Context: an optimization exercise on an open-source flow, tuned for a short achievable clock period and few clock cycles. The choices shown serve that exercise and are no tape-out recipe.
Function was checked by simulation only, so behaviour that the tests miss may differ from the original.
Power and IR drop assume default switching activity.

==> design.v <==
`timescale 1ns/100ps
module regFile (
    input  logic        clk,
    input  logic [4:0]  rdIdxA,
    input  logic [4:0]  rdIdxB,
    input  logic [4:0]  wrIdx,
    input  logic [31:0] wrData,
    input  logic        wrEn,
    output logic [31:0] rdDataA,
    output logic [31:0] rdDataB
);
    logic [31:0] regs [1:31];
    always_ff @(posedge clk) begin
        if (wrEn && (wrIdx != 5'd0)) begin
            regs[wrIdx] <= wrData;
        end
    end
    assign rdDataA = (rdIdxA == 5'd0) ? 32'd0 : regs[rdIdxA];
    assign rdDataB = (rdIdxB == 5'd0) ? 32'd0 : regs[rdIdxB];
endmodule
`timescale 1ns/100ps
module fetchDecode (
    input  logic [31:0] instr,
    input  logic [31:0] pc,
    output logic        predTaken,
    output logic [31:0] target
);
    logic isBranch;
    logic sameRegs;
    logic [31:0] immB;
    assign isBranch = (instr[6:0] == 7'b1100011);
    assign sameRegs = (instr[19:15] == instr[24:20]);
    assign immB = {{19{instr[31]}}, instr[31], instr[7], instr[30:25], instr[11:8], 1'b0};
    assign predTaken = isBranch && (immB != 32'd4) &&
                       (((instr[14:12] == 3'b000) && sameRegs) ||
                        ((instr[14:12] == 3'b001) && !sameRegs));
    logic [13:0] lo;
    logic [18:0] hi;
    logic [18:0] hiUp;
    logic [18:0] hiDown;
    ksAdd #(.W(13), .L(4)) lowAdd_i (
        .a(pc[12:0]),
        .b(immB[12:0]),
        .cin(1'b0),
        .sum(lo[12:0]),
        .cout(lo[13])
    );
    incDec #(.W(19), .down(1'b0)) up_i (.a(pc[31:13]), .y(hiUp));
    incDec #(.W(19), .down(1'b1)) down_i (.a(pc[31:13]), .y(hiDown));
    assign hi = (lo[13] == immB[12]) ? pc[31:13] : (lo[13] ? hiUp : hiDown);
    assign target = {hi, lo[12:0]};
endmodule
`timescale 1ns/100ps
module executeStage (
    input  logic [31:0] a,
    input  logic [31:0] b,
    input  logic [31:0] shA,        
    input  logic [4:0]  shamt,
    input  logic        selAdd,     
    input  logic        selSub,
    input  logic        selSlt,
    input  logic        selSltu,
    input  logic        selXor,
    input  logic        selOr,
    input  logic        selAnd,
    input  logic        selSll,
    input  logic        selSr,      
    input  logic        arith,      
    output logic [31:0] sum,
    output logic [31:0] result,
    output logic        eq
);
    logic [31:0] diff;
    logic lt;
    logic ltu;
    logic [31:0] sll;
    logic [31:0] sr;
    logic signed [32:0] srIn;
    ksAdd #(.W(32), .L(5)) adder_i (
        .a(a),
        .b(b),
        .cin(1'b0),
        .sum(sum),
        .cout()
    );
    ksAdd #(.W(32), .L(5)) subtractor_i (
        .a(a),
        .b(~b),
        .cin(1'b1),
        .sum(diff),
        .cout()
    );
    assign lt = (a[31] ^ b[31]) ? a[31] : diff[31];
    assign ltu = (a[31] ^ b[31]) ? b[31] : diff[31];
    assign sll = shA << shamt;
    assign srIn = {arith & shA[31], shA};
    assign sr = 32'(srIn >>> shamt);
    assign eq = (a == b);
    assign result = ({32{selAdd}} & sum) |
                    ({32{selSub}} & diff) |
                    ({32{selXor}} & (a ^ b)) |
                    ({32{selOr}} & (a | b)) |
                    ({32{selAnd}} & (a & b)) |
                    ({32{selSll}} & sll) |
                    ({32{selSr}} & sr) |
                    {31'd0, (selSlt & lt) | (selSltu & ltu)};
endmodule
module ksAdd #(
    parameter int W = 32,
    parameter int L = 5         
) (
    input  logic [W-1:0] a,
    input  logic [W-1:0] b,
    input  logic         cin,
    output logic [W-1:0] sum,
    output logic         cout
);
    logic [W-1:0] gen [L+1];
    logic [W-1:0] prop [L+1];
    logic [W-1:0] p0;
    always_comb begin
        p0 = a ^ b;
        gen[0] = a & b;
        prop[0] = p0;
        gen[0][0] = (a[0] & b[0]) | (p0[0] & cin);
        for (int l = 0; l < L; l++) begin
            for (int i = 0; i < W; i++) begin
                if (i >= (1 << l)) begin
                    gen[l+1][i] = gen[l][i] | (prop[l][i] & gen[l][i - (1 << l)]);
                    prop[l+1][i] = prop[l][i] & prop[l][i - (1 << l)];
                end else begin
                    gen[l+1][i] = gen[l][i];
                    prop[l+1][i] = prop[l][i];
                end
            end
        end
    end
    assign sum = p0 ^ {gen[L][W-2:0], cin};
    assign cout = gen[L][W-1];
endmodule
module incDec #(
    parameter int W = 30,
    parameter int L = 5,        
    parameter bit down = 1'b0
) (
    input  logic [W-1:0] a,
    output logic [W-1:0] y
);
    logic [W-1:0] pre [L+1];
    always_comb begin
        pre[0] = down ? ~a : a;
        for (int l = 0; l < L; l++) begin
            for (int i = 0; i < W; i++) begin
                if (i >= (1 << l)) begin
                    pre[l+1][i] = pre[l][i] & pre[l][i - (1 << l)];
                end else begin
                    pre[l+1][i] = pre[l][i];
                end
            end
        end
    end
    assign y = a ^ {pre[L][W-2:0], 1'b1};
endmodule
`timescale 1ns/100ps
module memWriteback (
    input  logic        isLoadW,
    input  logic [31:0] resW,
    input  logic [31:0] dcacheDout,
    output logic [31:0] wrData
);
    assign wrData = isLoadW ? dcacheDout : resW;
endmodule
`timescale 1ns/100ps
module riscvCore (
    input  logic            clk,
    input  logic            reset,
    input  logic            stall,
    input  logic [31:0]     icacheDout,
    input  logic [31:0]     dcacheDout,
    output logic [31:0]     icacheAddr,
    output logic            icacheRe,
    output logic [31:0]     dcacheAddr,
    output logic [3:0]      dcacheWe,
    output logic            dcacheRe,
    output logic [31:0]     dcacheDin
);
    localparam logic [31:0] resetVector = 32'h0000_1000;
    localparam logic [6:0] opReg = 7'b0110011;
    localparam logic [6:0] opImm = 7'b0010011;
    localparam logic [6:0] opLui = 7'b0110111;
    localparam logic [6:0] opLoad = 7'b0000011;
    localparam logic [6:0] opStore = 7'b0100011;
    localparam logic [6:0] opBranch = 7'b1100011;
    logic [31:0] pcF;
    logic [31:0] pcF2;
    logic        vF2;
    logic        hitF2;
    logic        takF2;
    logic [7:0]  idxF2;
    logic        holdV;
    logic [31:0] holdI;
    logic        vD;
    logic [31:0] instrD;
    logic [31:0] pcD;
    logic        hitD;
    logic        takD;
    logic [7:0]  idxD;
    logic        vE;
    logic        isLoadE;
    logic        isStoreE;
    logic        isBrE;
    logic        brNeE;
    logic        brEqE;
    logic        writesE;
    logic [4:0]  rdE;
    logic [31:0] opAE;
    logic [31:0] opBE;
    logic [31:0] opCE;
    logic [31:0] shAE;
    logic [4:0]  shamtE;
    logic        ldCE;
    logic        selAddE;
    logic        selSubE;
    logic        selSltE;
    logic        selSltuE;
    logic        selXorE;
    logic        selOrE;
    logic        selAndE;
    logic        selSllE;
    logic        selSrE;
    logic        arithE;
    logic        predE;
    logic        hitE;
    logic [7:0]  idxE;
    logic        off4E;
    logic        mEqE;
    logic        mNeE;
    logic [31:0] redirE;
    logic        writesM;
    logic        isLoadM;
    logic [4:0]  rdM;
    logic [31:0] resM;
    logic [31:0] addrM;
    logic [31:0] dinM;
    logic        weM;
    logic        reM;
    logic        writesW;
    logic        isLoadW;
    logic [4:0]  rdW;
    logic [31:0] resW;
    localparam int btbN = 8;
    logic [btbN-1:0] btbV;
    logic [29:0] btbTag [btbN];
    logic [29:0] btbTgt [btbN];
    logic [2:0]  btbPtr;
    logic        btbWr;
    logic [29:0] btbWrTag;
    logic [29:0] btbWrTgt;
    logic [3:0]  btbCnt [btbN];
    logic [3:0]  btbTrip [btbN];
    logic [btbN-1:0] btbTripV;
    logic        hitF1;
    logic        takF1;
    logic [7:0]  idxF1;      
    logic [29:0] hitTgtF1;
    always_comb begin
        hitF1 = 1'b0;
        takF1 = 1'b0;
        idxF1 = '0;
        hitTgtF1 = '0;
        for (int i = 0; i < btbN; i++) begin
            if (btbV[i] && (btbTag[i] == pcF[31:2])) begin
                hitF1 = 1'b1;
                takF1 = takF1 | !(btbTripV[i] && (btbCnt[i] == btbTrip[i]));
                idxF1[i] = 1'b1;
                hitTgtF1 = hitTgtF1 | btbTgt[i];
            end
        end
    end
    logic [31:0] pcOut;
    assign icacheAddr = pcOut;
    assign icacheRe = 1'b1;
    logic [31:0] instrF2;
    assign instrF2 = holdV ? holdI : icacheDout;
    logic [6:0] opD;
    logic [2:0] f3D;
    logic [4:0] rs1D;
    logic [4:0] rs2D;
    logic [4:0] rdD;
    logic isRegD;
    logic isImmD;
    logic isLuiD;
    logic isLoadD;
    logic isStoreD;
    logic isBrD;
    logic writesD;
    logic useAD;
    logic useBD;
    logic [31:0] immID;
    logic [31:0] immSD;
    logic [31:0] immUD;
    logic [31:0] immBD;
    assign opD = instrD[6:0];
    assign f3D = instrD[14:12];
    assign rs1D = instrD[19:15];
    assign rs2D = instrD[24:20];
    assign rdD = instrD[11:7];
    assign isRegD = (opD == opReg);
    assign isImmD = (opD == opImm);
    assign isLuiD = (opD == opLui);
    assign isLoadD = (opD == opLoad);
    assign isStoreD = (opD == opStore);
    assign isBrD = (opD == opBranch);
    assign writesD = (isRegD || isImmD || isLuiD || isLoadD) && (rdD != 5'd0);
    assign useAD = isRegD || isImmD || isLoadD || isStoreD || isBrD;
    assign useBD = isRegD || isBrD;
    logic isShiftD;
    assign isShiftD = (isRegD || isImmD) && (f3D[1:0] == 2'b01);
    assign immID = {{20{instrD[31]}}, instrD[31:20]};
    assign immSD = {{20{instrD[31]}}, instrD[31:25], instrD[11:7]};
    assign immUD = {instrD[31:12], 12'b0};
    assign immBD = {{19{instrD[31]}}, instrD[31], instrD[7], instrD[30:25], instrD[11:8], 1'b0};
    logic        predD;
    logic        predF2;
    logic [31:0] takenPcD;
    logic [31:0] seqPcD;
    logic [29:0] pcF2Inc;
    fetchDecode fetchDecodeF2_i (
        .instr(instrF2),
        .pc(pcF2),
        .predTaken(predF2),
        .target()
    );
    fetchDecode fetchDecode_i (
        .instr(instrD),
        .pc(pcD),
        .predTaken(),
        .target(takenPcD)
    );
    incDec #(.W(30)) pcF2Inc_i (.a(pcF2[31:2]), .y(pcF2Inc));
    logic [31:0] rfA;
    logic [31:0] rfB;
    logic [31:0] wrData;
    logic        rfWe;
    regFile regFile_i (
        .clk(clk),
        .rdIdxA(rs1D),
        .rdIdxB(rs2D),
        .wrIdx(rdW),
        .wrData(wrData),
        .wrEn(rfWe),
        .rdDataA(rfA),
        .rdDataB(rfB)
    );
    memWriteback memWriteback_i (
        .isLoadW(isLoadW),
        .resW(resW),
        .dcacheDout(dcacheDout),
        .wrData(wrData)
    );
    assign rfWe = writesW && !stall;
    logic aInE, aInM, aInW;
    logic bInE, bInM, bInW;
    assign aInE = vE && writesE && (rdE == rs1D);
    assign aInM = writesM && (rdM == rs1D);
    assign aInW = writesW && (rdW == rs1D);
    assign bInE = vE && writesE && (rdE == rs2D);
    assign bInM = writesM && (rdM == rs2D);
    assign bInW = writesW && (rdW == rs2D);
    logic [31:0] valA;
    logic [31:0] valB;
    assign valA = aInM ? resM : (aInW ? wrData : rfA);
    assign valB = bInM ? resM : (bInW ? wrData : rfB);
    logic hazReg;
    logic hazD;
    assign hazD = vD && hazReg;
    logic [31:0] nxI;
    logic [4:0]  nxRs1;
    logic [4:0]  nxRs2;
    logic        nxUseA;
    logic        nxUseB;
    logic        nxStore;
    logic        nxEWr;
    logic        nxELd;
    logic        nxMWr;
    logic        nxMLd;
    logic        nxAE, nxAM, nxBE, nxBM;
    logic        hazNext;
    assign nxI = hazD ? instrD : instrF2;
    assign nxRs1 = nxI[19:15];
    assign nxRs2 = nxI[24:20];
    assign nxUseA = (nxI[6:0] == opReg) || (nxI[6:0] == opImm) || (nxI[6:0] == opLoad) ||
                    (nxI[6:0] == opStore) || (nxI[6:0] == opBranch);
    assign nxUseB = (nxI[6:0] == opReg) || (nxI[6:0] == opBranch);
    assign nxStore = (nxI[6:0] == opStore);
    assign nxEWr = !hazD && vD && writesD;
    assign nxELd = nxEWr && isLoadD;
    assign nxMWr = vE && writesE;
    assign nxMLd = nxMWr && isLoadE;
    assign nxAE = nxEWr && (rdD == nxRs1);
    assign nxAM = nxMWr && (rdE == nxRs1);
    assign nxBE = nxEWr && (rdD == nxRs2);
    assign nxBM = nxMWr && (rdE == nxRs2);
    assign hazNext = (nxUseA && ((nxAE && nxELd) || (!nxAE && nxAM && nxMLd))) ||
                     (nxUseB && ((nxBE && nxELd) || (!nxBE && nxBM && nxMLd))) ||
                     (nxStore && nxBE && nxELd);
    logic [31:0] aX;
    logic [31:0] bX;
    logic [31:0] cX;
    logic [31:0] sumX;
    logic [31:0] resX;
    logic        eqX;
    logic        takenX;
    logic        mispX;
    assign aX = opAE;
    assign bX = opBE;
    assign cX = ldCE ? dcacheDout : opCE;
    executeStage executeStage_i (
        .a(aX),
        .b(bX),
        .shA(shAE),
        .shamt(shamtE),
        .selAdd(selAddE),
        .selSub(selSubE),
        .selSlt(selSltE),
        .selSltu(selSltuE),
        .selXor(selXorE),
        .selOr(selOrE),
        .selAnd(selAndE),
        .selSll(selSllE),
        .selSr(selSrE),
        .arith(arithE),
        .sum(sumX),
        .result(resX),
        .eq(eqX)
    );
    assign takenX = (brEqE && eqX) || (brNeE && !eqX);
    assign mispX = eqX ? mEqE : mNeE;
    logic [31:0] opAEn, opAEh;
    logic [31:0] opBEn, opBEh;
    logic [31:0] shAEn, shAEh;
    logic [4:0]  shamtEn, shamtEh;
    assign opAEn = (useAD && (rs1D != 5'd0) && aInE) ? resX :
                   (!useAD || rs1D == 5'd0) ? 32'd0 : valA;
    assign opBEn = (useBD && (rs2D != 5'd0) && bInE) ? resX :
                   isRegD || isBrD ? ((rs2D == 5'd0) ? 32'd0 : valB) :
                   isStoreD ? immSD :
                   isLuiD ? immUD : immID;
    assign shAEn = !isShiftD ? 32'd0 :
                   ((rs1D != 5'd0) && aInE) ? resX :
                   (rs1D == 5'd0) ? 32'd0 : valA;
    assign shamtEn = !isShiftD ? 5'd0 :
                     isImmD ? rs2D :
                     ((rs2D != 5'd0) && bInE) ? resX[4:0] :
                     (rs2D == 5'd0) ? 5'd0 : valB[4:0];
    logic [31:0] pcDh;
    logic        holdD;
    assign holdD = stall || hazD;
    logic [31:0] instrDh;
    logic [31:0] addrMh;
    logic [31:0] dinMh;
    always_ff @(posedge clk) begin
        instrD <= ({32{holdD}} & instrDh) | ({32{!holdD}} & instrF2);
        addrM <= ({32{stall}} & addrMh) | ({32{!stall}} & sumX);
        dinM <= ({32{stall}} & dinMh) | ({32{!stall}} & cX);
        pcD <= ({32{holdD}} & pcDh) | ({32{!holdD}} & pcF2);
        opAE <= ({32{stall}} & opAEh) | ({32{!stall}} & opAEn);
        opBE <= ({32{stall}} & opBEh) | ({32{!stall}} & opBEn);
        shAE <= ({32{stall}} & shAEh) | ({32{!stall}} & shAEn);
        shamtE <= ({5{stall}} & shamtEh) | ({5{!stall}} & shamtEn);
    end
    logic dGo;
    logic dRedir;
    logic [31:0] dTgt;
    assign dGo = vD && !hazD;
    logic fpD;
    assign fpD = (hitD && predD) ? takD : predD;
    assign dRedir = dGo && (fpD != (hitD && takD));
    assign dTgt = fpD ? takenPcD : seqPcD;
    logic [31:0] pcSeq;
    logic [29:0] pcFInc;
    incDec #(.W(30)) pcFInc_i (.a(pcF[31:2]), .y(pcFInc));
    assign pcSeq = takF1 ? {hitTgtF1, 2'b00} : {pcFInc, pcF[1:0]};
    always_ff @(posedge clk) begin
        if (reset) begin
            pcF <= resetVector;
        end else if (!stall) begin
            if (mispX) begin
                pcF <= redirE;
            end else if (dRedir) begin
                pcF <= dTgt;
            end else if (!hazD) begin
                pcF <= pcSeq;
            end
        end
    end
    logic        pcLoad;
    logic [31:0] pcOutNext;
    assign pcLoad = mispX || dRedir || !hazD;
    assign pcOutNext = ({32{mispX}} & redirE) |
                       ({32{!mispX && dRedir}} & dTgt) |
                       ({32{!mispX && !dRedir}} & pcSeq);
    always_ff @(posedge clk) begin
        if (reset) begin
            pcOut <= resetVector;
        end else if (!stall && pcLoad) begin
            pcOut <= pcOutNext;
        end
    end
    always_ff @(posedge clk) begin
        if (reset) begin
            vF2 <= 1'b0;
            holdV <= 1'b0;
            vD <= 1'b0;
            vE <= 1'b0;
            mEqE <= 1'b0;
            mNeE <= 1'b0;
            btbV <= '0;
            btbPtr <= '0;
            btbWr <= 1'b0;
            writesM <= 1'b0;
            weM <= 1'b0;
            reM <= 1'b0;
            writesW <= 1'b0;
        end else if (!stall) begin
            if (btbWr) begin
                btbV[btbPtr] <= 1'b1;
                btbPtr <= btbPtr + 3'd1;
            end
            btbWr <= !mispX && dRedir && predD && !hitD;
            if (mispX || dRedir) begin
                vF2 <= 1'b0;
                holdV <= 1'b0;
                vD <= 1'b0;
            end else if (hazD) begin
                holdV <= 1'b1;
            end else begin
                holdV <= 1'b0;
                vD <= vF2;
                vF2 <= 1'b1;
            end
            vE <= dGo && !mispX;
            mEqE <= dGo && !mispX && isBrD && (immBD != 32'd4) &&
                    ((f3D == 3'b000) ? !fpD : fpD);
            mNeE <= dGo && !mispX && isBrD && (immBD != 32'd4) &&
                    ((f3D == 3'b001) ? !fpD : fpD);
            writesM <= vE && writesE;
            weM <= vE && isStoreE;
            reM <= vE && isLoadE;
            writesW <= writesM;
        end
    end
    always_ff @(posedge clk) begin
        if (!stall) begin
            for (int i = 0; i < btbN; i++) begin
                if (btbWr && (btbPtr == 3'(i))) begin
                    btbTag[i] <= btbWrTag;
                    btbTgt[i] <= btbWrTgt;
                    btbCnt[i] <= 4'd1;
                    btbTripV[i] <= 1'b0;
                end else if (vE && isBrE && hitE && idxE[i]) begin
                    if (takenX) begin
                        if (btbCnt[i] != 4'hF) begin
                            btbCnt[i] <= btbCnt[i] + 4'd1;
                        end
                    end else begin
                        btbTrip[i] <= btbCnt[i];
                        btbTripV[i] <= 1'b1;
                        btbCnt[i] <= 4'd0;
                    end
                end
            end
            btbWrTag <= pcD[31:2];
            btbWrTgt <= takenPcD[31:2];
            holdI <= instrF2;
            if (!hazD) begin
                pcF2 <= pcF;
                hitF2 <= hitF1;
                takF2 <= takF1;
                idxF2 <= idxF1;
                instrDh <= instrF2;
                pcDh <= pcF2;
                seqPcD <= {pcF2Inc, pcF2[1:0]};
                hitD <= hitF2;
                predD <= predF2;
                takD <= takF2;
                idxD <= idxF2;
            end
            hazReg <= hazNext;
            isLoadE <= isLoadD;
            isStoreE <= isStoreD;
            isBrE <= isBrD;
            brEqE <= (f3D == 3'b000);
            brNeE <= (f3D == 3'b001);
            writesE <= writesD;
            rdE <= rdD;
            opAEh <= opAEn;
            opBEh <= opBEn;
            shAEh <= shAEn;
            shamtEh <= shamtEn;
            opCE <= ((rs2D != 5'd0) && bInE) ? resX :
                    (rs2D == 5'd0) ? 32'd0 : valB;
            ldCE <= (rs2D != 5'd0) && !bInE && bInM && isLoadM;
            selSubE <= isRegD && (f3D == 3'b000) && instrD[30];
            selAddE <= !(isRegD || isImmD) || ((f3D == 3'b000) && !(isRegD && instrD[30]));
            selSltE <= (isRegD || isImmD) && (f3D == 3'b010);
            selSltuE <= (isRegD || isImmD) && (f3D == 3'b011);
            selXorE <= (isRegD || isImmD) && (f3D == 3'b100);
            selOrE <= (isRegD || isImmD) && (f3D == 3'b110);
            selAndE <= (isRegD || isImmD) && (f3D == 3'b111);
            selSllE <= (isRegD || isImmD) && (f3D == 3'b001);
            selSrE <= (isRegD || isImmD) && (f3D == 3'b101);
            arithE <= instrD[30];
            predE <= fpD;
            hitE <= hitD && predD;
            idxE <= idxD;
            off4E <= (immBD == 32'd4);
            redirE <= fpD ? seqPcD : takenPcD;
            isLoadM <= isLoadE;
            rdM <= rdE;
            resM <= resX;
            addrMh <= sumX;
            dinMh <= cX;
            isLoadW <= isLoadM;
            rdW <= rdM;
            resW <= resM;
        end
    end
    assign dcacheAddr = addrM;
    assign dcacheWe = {4{weM}};
    assign dcacheRe = reM;
    assign dcacheDin = dinM;
endmodule
==> flow/run.sh <==
#!/bin/bash
set -euo pipefail
bash standard.sh ADDER_MAP_FILE= SETUP_SLACK_MARGIN=6.2 finish > make.log 2>&1
==> standard.sh <==
#!/bin/bash
# synth_recipe.tcl (not shown) runs the flow's synth.tcl, then flattens the netlist and writes it again
# the make line also repeats each setting of config.mk as NAME=value (left out here)
make -C /OpenROAD-flow-scripts/flow DESIGN_CONFIG=/design/flow/config.mk WORK_HOME=/design/flow/orfs CLKGATE_MAP_FILE= SYNTH_SCRIPT=/design/flow/synth_recipe.tcl "${@:-finish}"
==> config.mk <==
export PLATFORM = sky130hd
export DESIGN_NAME = riscvCore
export DESIGN_NICKNAME = riscvCore
export VERILOG_FILES = /design/flow/design.v
export SDC_FILE = /design/flow/constraint.sdc
export NUM_CORES = 4
export LEC_CHECK = 0
export ABC_CLOCK_PERIOD_IN_PS = 2500
export CAP_MARGIN = 20
export CORE_MARGIN = 2
export CORE_UTILIZATION = 40
export SETUP_SLACK_MARGIN = 5
export SLEW_MARGIN = 20
==> constraint.sdc <==
create_clock -name core_clock -period 9.0 [get_ports {clk}]
set_input_delay 1.8000 -clock core_clock [delete_from_list [all_inputs] [get_ports {clk}]]
set_output_delay 1.8000 -clock core_clock [all_outputs]
set_load 0.01 [all_outputs]
==> run summary, run 1 <==
Post-Synth Adder-Cell Area=0.380%; Peak VDD IR=around 0.15 mV; slowest cell on the critical path=nor4_2; CP cell instances=buf_12 > buf_4 > xnor2_1 > nand4_1 > nor4_2 > and3_1 > buf_4 > a22oi_1 > nand4_1 > buf_4 > buf_12 > nand4_1 > and3b_1 > a221oi_2 > o21ai_1; Synth Area in Simple Gates=under 10%; Port Buffers=about 170; worst hold endpoint=idxD[4]; number of global-route vias before repair=76700; Cells after DPL=11300; clock network power share=37.7%; hold slack=420 ps; pwr dens=about 200 nW/um^2; Post-synth EDFFs=roughly 2100; worst min-delay path startpoint=idxF2[4]; Post-Synth XOR/XNOR Area=under 10%; CTS clock-pin slew for the worst setup and hold paths=roughly 60 ps; die area=roughly 290000 sq um; hold path depth=0; Root Buffer=clkbuf_16; final core occ=roughly 52%; IO Count=169; max reg flops=around 990; area of the multi-input gates=47700 sq um; reg2reg setup slack=around 5500 ps; Reg area=approximately 70000 sq um; asr flop ratio synth=0%; CP Max Fanout=15; sequential share of the synthesized area=between 60% and 70%; internal power=approximately 22000 uW; Pleak=approximately 0.05 uW; Routed WL per cell=around 34 um; cell taking the most area after synthesis=edfxtp_1; Mapped Area=about 110000 sq um; commonest non-fill, non-tap cells in the layout=edfxtp_1, mux4_2, buf_4, nand2_1, nor2_1; vias post-DR=81200; final WL=432000 um; most common cell after layout, fill and taps aside=edfxtp_1; largest family of logic cells by synthesized area=multiplexers; kind of critical path=flop to flop; crit end category=flop; Synth Area in Compound Gates=approximately 8%; Final TNS setup=0 ps; Max Root-Sink Buffers=4; Tcrit/Tclk final=between 30% and 40%; final hold viol count=0; Synth top area share=a little under three fifths; mux share of post-synthesis cell area=roughly 16%; Worst Path Required=9770 ps; largest net degree at the start of global routing=approximately 110; clock sink count=around 2400; f_max=about 280 MHz; skew final=roughly 82 ps; R2R Path Start=pcF[12]; Net Sw Power=around 8200 uW; main area contributors after synthesis=edfxtp_1, mux4_2, dfxtp_1; DR vias/cell=roughly 6.4; Mean Syn Cell Area=14.5 sq um; share of cells above drive strength 1=between 30% and 40%; # Max-Cap Violations=0; post-route DRC violation count=0; delay-heaviest family, CP=simple AND/OR/NAND/NOR gates; largest reg by FF count=regFile_i.regs; worst-margin pin slew=about 1200 ps; initial antenna violation count=33; Main synth FF type=edfxtp_1; hold buffer count at CTS=0; worst min-delay path class=flop to flop; status=timing/DRC/antenna clean; Cells after Synth=7804; Tot GR Track Use=28.9%; grt ovf=0; Seq pwr share=about 45%; Final Non-Filler Cells=about 13000; CTS tree=yes; Starting DRT DRC Count=between 10000 and 15000; Switching Share=a little over a quarter; worst skew pair latency=approximately 930 ps; slew margin rel.=about a fifth; CTS Buf Count=roughly 270; Starting Density=between 40 and 50%; WP buf/inv=5; Largest regs=regFile_i.regs x992, btbTag x240, btbTgt x240; number of synthesis warnings=18; flops & latches, synth=~2400; Routed Antenna Nets=0; Die Wd=between 500 and 600 um; Pre-antenna DRT Iters=7; Routability Congestion=roughly 0.93; chip height=536 um; Max Slew Vio Count=0; R2R depth=15; first-pass GRT wire length=591000 um; CP startpoint kind=flop; Layout area overhead=29.8%; Core Region=282000 sq um; Post-DP HPWL=about 240000 um; Period minus WS final=approximately 3500 ps; fill count=between 20000 and 25000; CP max stage delay=~430 ps; syn nets=7871; WP data arrival=about 4300 ps; final setup violation count=0; nets=8812; H-Tree Level Count=5; power share of the combinational group=approximately 18%; RSZ-0062 raised after global routing=yes; RR Endpoint=pcF[19]; Pwr Total=29700 uW; synth unique cells=about 100; Row Count=between 150 and 200
-- cells by family (layout without fill, tap and decap cells) --
family                     after synthesis  count (layout)
buffers and inverters                  703            1837
xor gates and xnor gates               549             549
and+or+nand+nor                       1699            1707
other                                    1              18
adders and majority gates               43              43
DFF                                   2435            2435
muxes                                 1044            1056
AOI/OAI and AO/OA                     1330            1330
-- Yosys cell counts (84+ instances only) --
master    instances
edfxtp_1       2120
mux4_2          597
nor2_1          550
nand2_1         523
xnor2_1         365
a21oi_1         337
clkbuf_1        328
dfxtp_1         315
mux2i_1         229
o21ai_0         222
mux2_2          218
xor2_1          183
inv_1           143
nand3_1         136
buf_2           131
a211oi_1        123
nand4_1         104
nor3_1           84
-- power by group through the flow --
stage / logic, uW / registers [uW] / clock network (uW)
after floorplan: 2220 / 13200 / 0
after global placement: 3410 / 13500 / 0
after detailed placement: 3420 / 13500 / 0
after CTS: 4620 / 13200 / 11300
after global routing: 5450 / 13300 / 11800
final: 5270 / 13200 / 11200
-- worst max-delay path by stage --
| stage | start | endpoint | slack (ps) | depth (start not counted) |
|---|---|---|---|---|
| 6_report | pcF[12] | pcF[19] | 5490 | 15 |
| 2_1_floorplan | stall | regFile_i.regs[15][0] | 5040 | 5 |
| 4_1_cts | instrD[20] | opBE[14] | 5580 | 13 |
| 5_1_grt | shamtE[0] | opBEh[31] | 5420 | 16 |
| 3_5_place_dp | instrD[20] | opBE[18] | 3700 | 9 |
| 3_3_place_gp | instrD[20] | opBE[18] | 3690 | 9 |
-- layer usage --
| metal | vias up | share of wire [%] | global-route usage [%] |
|---|---|---|---|
| met1 | 41900 | 38 | 39.7 |
| met3 | 1075 | 12 | 6.61 |
| met5 | - | 0.030 | 0 |
| li1 | 32600 | - | - |
| met2 | 5634 | 45 | 43.6 |
| met4 | 20 | 5.2 | 13.3 |
-- stage by stage --
step | area, sq um | worst slack [ps]
4_1_cts | 141000 | 5580
3_5_place_dp | 119000 | 3700
5_1_grt | 147000 | 5420
3_3_place_gp | 119000 | 3690
6_report | 147000 | 5490
2_1_floorplan | 114000 | 5040
-- final cells by class --
type                    count  area share [%]
flip-flops and latches   2435            48.0
multi-input cells        4686            32.4
repair buffers           1196            9.89
clock buffers             359            5.11
well taps                3743            3.19
clock inverters           129           0.896
inverters                 145           0.429
repair inverters            8          0.0417
diodes                     17          0.0290
-- repair_timing --
| action | in CTS | in global routing |
|---|---|---|
| cloned | 95 | 20 |
| endpoints found under the setup margin | 2492 | 1515 |
| gates resized for setup | 2161 | 706 |
| pin swaps | 316 | 341 |
| hold endpoints to repair | 0 | 0 |
| setup buffers | 510 | 248 |
Testbench counts, summed over its fixed seeds: cycles 59,124.
==> inputs of run 2 (changes only) <==
--- a/design.v
+++ b/design.v
@@ -203,6 +203,7 @@
     logic [31:0] instrD;
     logic [31:0] pcD;
     logic        hitD;
+    logic        wentD;      
     logic        takD;
     logic [7:0]  idxD;
     logic        vE;
@@ -322,6 +323,7 @@
     assign immBD = {{19{instrD[31]}}, instrD[31], instrD[7], instrD[30:25], instrD[11:8], 1'b0};
     logic        predD;
     logic        predF2;
+    logic [31:0] takenPcF2;
     logic [31:0] takenPcD;
     logic [31:0] seqPcD;
     logic [29:0] pcF2Inc;
@@ -329,7 +331,7 @@
         .instr(instrF2),
         .pc(pcF2),
         .predTaken(predF2),
-        .target()
+        .target(takenPcF2)
     );
     fetchDecode fetchDecode_i (
         .instr(instrD),
@@ -475,7 +477,11 @@
     assign dGo = vD && !hazD;
     logic fpD;
     assign fpD = (hitD && predD) ? takD : predD;
-    assign dRedir = dGo && (fpD != (hitD && takD));
+    assign dRedir = dGo && (fpD != wentD);
+    logic f2Redir;
+    logic f2Go;
+    assign f2Redir = vF2 && !hazD && predF2 && !hitF2;
+    assign f2Go = f2Redir && !mispX && !dRedir;
     assign dTgt = fpD ? takenPcD : seqPcD;
     logic [31:0] pcSeq;
     logic [29:0] pcFInc;
@@ -489,6 +495,8 @@
                 pcF <= redirE;
             end else if (dRedir) begin
                 pcF <= dTgt;
+            end else if (f2Redir) begin
+                pcF <= takenPcF2;
             end else if (!hazD) begin
                 pcF <= pcSeq;
             end
@@ -499,7 +507,8 @@
     assign pcLoad = mispX || dRedir || !hazD;
     assign pcOutNext = ({32{mispX}} & redirE) |
                        ({32{!mispX && dRedir}} & dTgt) |
-                       ({32{!mispX && !dRedir}} & pcSeq);
+                       ({32{!mispX && !dRedir && f2Redir}} & takenPcF2) |
+                       ({32{!mispX && !dRedir && !f2Redir}} & pcSeq);
     always_ff @(posedge clk) begin
         if (reset) begin
             pcOut <= resetVector;
@@ -527,7 +536,7 @@
                 btbV[btbPtr] <= 1'b1;
                 btbPtr <= btbPtr + 3'd1;
             end
-            btbWr <= !mispX && dRedir && predD && !hitD;
+            btbWr <= f2Go;
             if (mispX || dRedir) begin
                 vF2 <= 1'b0;
                 holdV <= 1'b0;
@@ -537,7 +546,7 @@
             end else begin
                 holdV <= 1'b0;
                 vD <= vF2;
-                vF2 <= 1'b1;
+                vF2 <= !f2Redir;
             end
             vE <= dGo && !mispX;
             mEqE <= dGo && !mispX && isBrD && (immBD != 32'd4) &&
@@ -570,8 +579,8 @@
                     end
                 end
             end
-            btbWrTag <= pcD[31:2];
-            btbWrTgt <= takenPcD[31:2];
+            btbWrTag <= pcF2[31:2];
+            btbWrTgt <= takenPcF2[31:2];
             holdI <= instrF2;
             if (!hazD) begin
                 pcF2 <= pcF;
@@ -582,6 +591,7 @@
                 pcDh <= pcF2;
                 seqPcD <= {pcF2Inc, pcF2[1:0]};
                 hitD <= hitF2;
+                wentD <= f2Redir || (hitF2 && takF2);
                 predD <= predF2;
                 takD <= takF2;
                 idxD <= idxF2;
==> run 2 against run 1 <==
Wire length about the same. Synthesized area increased by 0.30%. Clock power about the same. Combinational power increased by 4.6%. Synthesized cell count increased by 0.79%. Via count decreased by 0.27%. Core utilization increased by 0.22 points. Critical path type unchanged. Largest power group unchanged. Highest routed layer unchanged.
==> run summary, run 2 <==
most common cell after layout, fill and taps aside=edfxtp_1; # Max-Cap Violations=0; Starting DRT DRC Count=11100; Max Root-Sink Buffers=4; initial antenna violation count=29; Peak VDD IR=approximately 0.15 mV; number of synthesis warnings=18; IO Count=169; worst min-delay path class=flop to flop; grt ovf=0; Layout area overhead=30.2%; Tot GR Track Use=28.5%; cell taking the most area after synthesis=edfxtp_1; Post-DP HPWL=about 240000 um; syn nets=about 8000; Largest regs=regFile_i.regs x992, btbTag x240, btbTgt x240; die area=between 200000 and 300000 sq um; CTS clock-pin slew for the worst setup and hold paths=~60 ps; vias post-DR=~81000; share of cells above drive strength 1=between 40% and 50%; final setup violation count=0; pwr dens=201 nW/um^2; Die Wd=537 um; nets=approximately 8900; R2R depth=11; DR vias/cell=between 6 and 7; WP buf/inv=0; sequential share of the synthesized area=61.7%; WP data arrival=4420 ps; CP Max Fanout=3; Synth top area share=between 50% and 60%; clock sink count=between 2000 and 2500; CP cell instances=or4_4 > or2_4 > or4b_4 > or4_4 > nor3_4 > nand2_4 > nor4_4 > mux2i_2 > xnor2_2 > a221oi_2 > nor2_1; status=timing/DRC/antenna clean; first-pass GRT wire length=a little under 600000 um; flops & latches, synth=between 2000 and 2500; setup ws final=around 5400 ps; worst skew pair latency=slightly above 900 ps; final hold viol count=0; H-Tree Level Count=5; Worst path most repeated cell=or4_4; Worst Path Required=just under 10000 ps; Mapped Area=approximately 110000 sq um; synth unique cells=about 110; Synth top cells by count=edfxtp_1, nor2_1, mux4_2; pre-CTS WS=~3700 ps; delay-heaviest family, CP=simple AND/OR/NAND/NOR gates; Post-synth EDFFs=around 2100; commonest non-fill, non-tap cells in the layout=edfxtp_1, mux4_2, buf_4, nor2_1, nand2_1; Core Region=about 280000 sq um; CP Depth=11; final WL=~430000 um; Pre-antenna DRT Iters=6; Tcrit/Tclk final=40.5%; largest reg by FF count=regFile_i.regs; Cells after Synth=around 8000; f_max=around 270 MHz; Port Buffers=~170; Routed WL per cell=approximately 34 um; skew final=between 60 and 70 ps; CP startpoint kind=flop; max reg flops=approximately 990; chip height=~540 um; RSZ-0062 raised after global routing=yes; number of global-route vias before repair=76700; CTS Buf Count=about 270; Pleak=0.0500 uW; crit end category=flop; hold path depth=0; worst-margin pin slew=around 1200 ps; Routability Congestion=between 0.9 and 1; CP max stage delay=between 500 and 600 ps; Mean Syn Cell Area=14.4 sq um; largest net degree at the start of global routing=about 160; Starting Density=around two fifths; post-route cell area=148000 sq um; Period minus WS final=3650 ps; Root Buffer=clkbuf_16; Final TNS setup=0 ps; hold buffer count at CTS=0; CTS tree=yes; main area contributors after synthesis=edfxtp_1, mux4_2, dfxtp_1; placed cell area=approximately 120000 sq um; post-route DRC violation count=0; Main synth FF type=edfxtp_1; slowest cell on the critical path=edfxtp_1; Row Count=a little under 200; most common cell in the netlist=edfxtp_1; kind of critical path=flop to flop; Routed Antenna Nets=0; slew margin rel.=about a fifth; Max Slew Vio Count=0; asr flop ratio synth=0%
## run 2: cell count changes in the layout (fill, tap and decap cells not counted), sizes merged, moves of 20 or more
cell and delta:
clkinv +20, xnor2 +37, inv -46, o21ai +36, o22ai -39, nand2b +20
clkinvlp -20, mux2i -25, o211ai +33, nor2 +58, buf +51
## run 2: path summary, 6_finish.rpt
check	end	start	slack, ps
worst max-delay path	pcF[31]	pcF2[14]	5350
worst min-delay path	idxE[3]	idxD[3]	420
worst max register to register	pcF[31]	pcF2[14]	5350
worst min register to register	idxE[3]	idxD[3]	420
## run 2: routing by layer
metal  vias up  part of all wire (%)  GRT usage [%]
met5         -                 0.040              0
met4        26                   6.7           15.8
met3      1254                    11           6.32
met2      5432                    46           44.9
met1     41600                    36           36.7
li1      32700                     -              -
## run 2: kinds of logic (layout without fill, tap and decap cells)
group	Yosys count	after routing	synth area share [%]
buffers and inverters	667	1800	2.44
xor gates and xnor gates	590	590	4.58
adders and majority gates	60	60	0.538
and+or+nand+nor	1782	1785	7.24
AOI/OAI and AO/OA	1306	1306	7.68
DFF	2436	2436	61.7
muxes	1024	1037	15.9
other	1	11	0.00330
## run 2: area by class of cell
class,count,area [sq um]
antenna,10,25.0
clock buffer,355,7440
clock inverter,135,1150
fill,22500,135000
inverter,90,393
multi-input combinational,4779,48500
sequential,2436,70500
tap,3743,4680
timing repair buffer,1218,15100
timing repair inverter,2,27.5
## run 2: repair_timing
| action | CTS | global route |
|---|---|---|
| endpoints found under the setup margin | 2363 | 1716 |
| cloned | 85 | 30 |
| pin swaps | 284 | 368 |
| resized for setup | 2208 | 796 |
| buffers inserted | 475 | 290 |
## run 2: metrics by stage
stage               instances  hold slack, ps  total power (uW)  utilization, %
detailed placement      11400             405             17100            42.4
finish                  12800             418             29700            52.4
global route            12800             419             30500            52.3
global placement        11400             401             17000            42.4
CTS                     12400             415             29000            50.0
floorplan                7866             400             15500               -
## run 2: report_power, final
part | leakage, uW | switching [uW] | internal (uW)
Clock | 0.00419 | 4740 | 6140
Sequential | 0.0222 | 476 | 12800
Combinational | 0.0236 | 3020 | 2490
Total | 0.0500 | 8240 | 21400
Testbench counts of run 2, summed over its fixed seeds: cycles 58,362.

## static timing again, ports no longer ideal
The results above use ideal ports. As a check the final layouts listed here were re-extracted and re-timed, cells and wires unchanged.
Step 1 sets driving cells, clkbuf_16 on the clock port and buf_2 on the other inputs (assumed; they add their load-dependent delay and slew).
Step 2 adds t to the input delays and takes it off the output delays; t is the mean of the earliest and latest rising clock arrival at the registers after step 1. Input paths then give back, and output paths get back, about the clock's delay inside the block.
Slacks: no drivers / after step 1 / after step 2; pairs: no drivers / after step 1.
| run | t (ns) | setup slack, ns | worst hold slack (ns) | slew at the worst register clock pin (ns) | pins driven straight from the clock port |
|---|---|---|---|---|---|
| run 1 | 0.984 | 5.486 / 5.486 / 4.746 | 0.420 / 0.420 / 0.420 | 0.08 / 0.08 | 1 |
| run 2 | 0.971 | 5.353 / 5.353 / 4.501 | 0.418 / 0.418 / 0.418 | 0.07 / 0.07 | 1 |
After both steps every run listed still meets setup and hold. The setup slack of run 2, which loses most, moves by 0.000 ns with the drivers and by -0.852 ns with both steps.
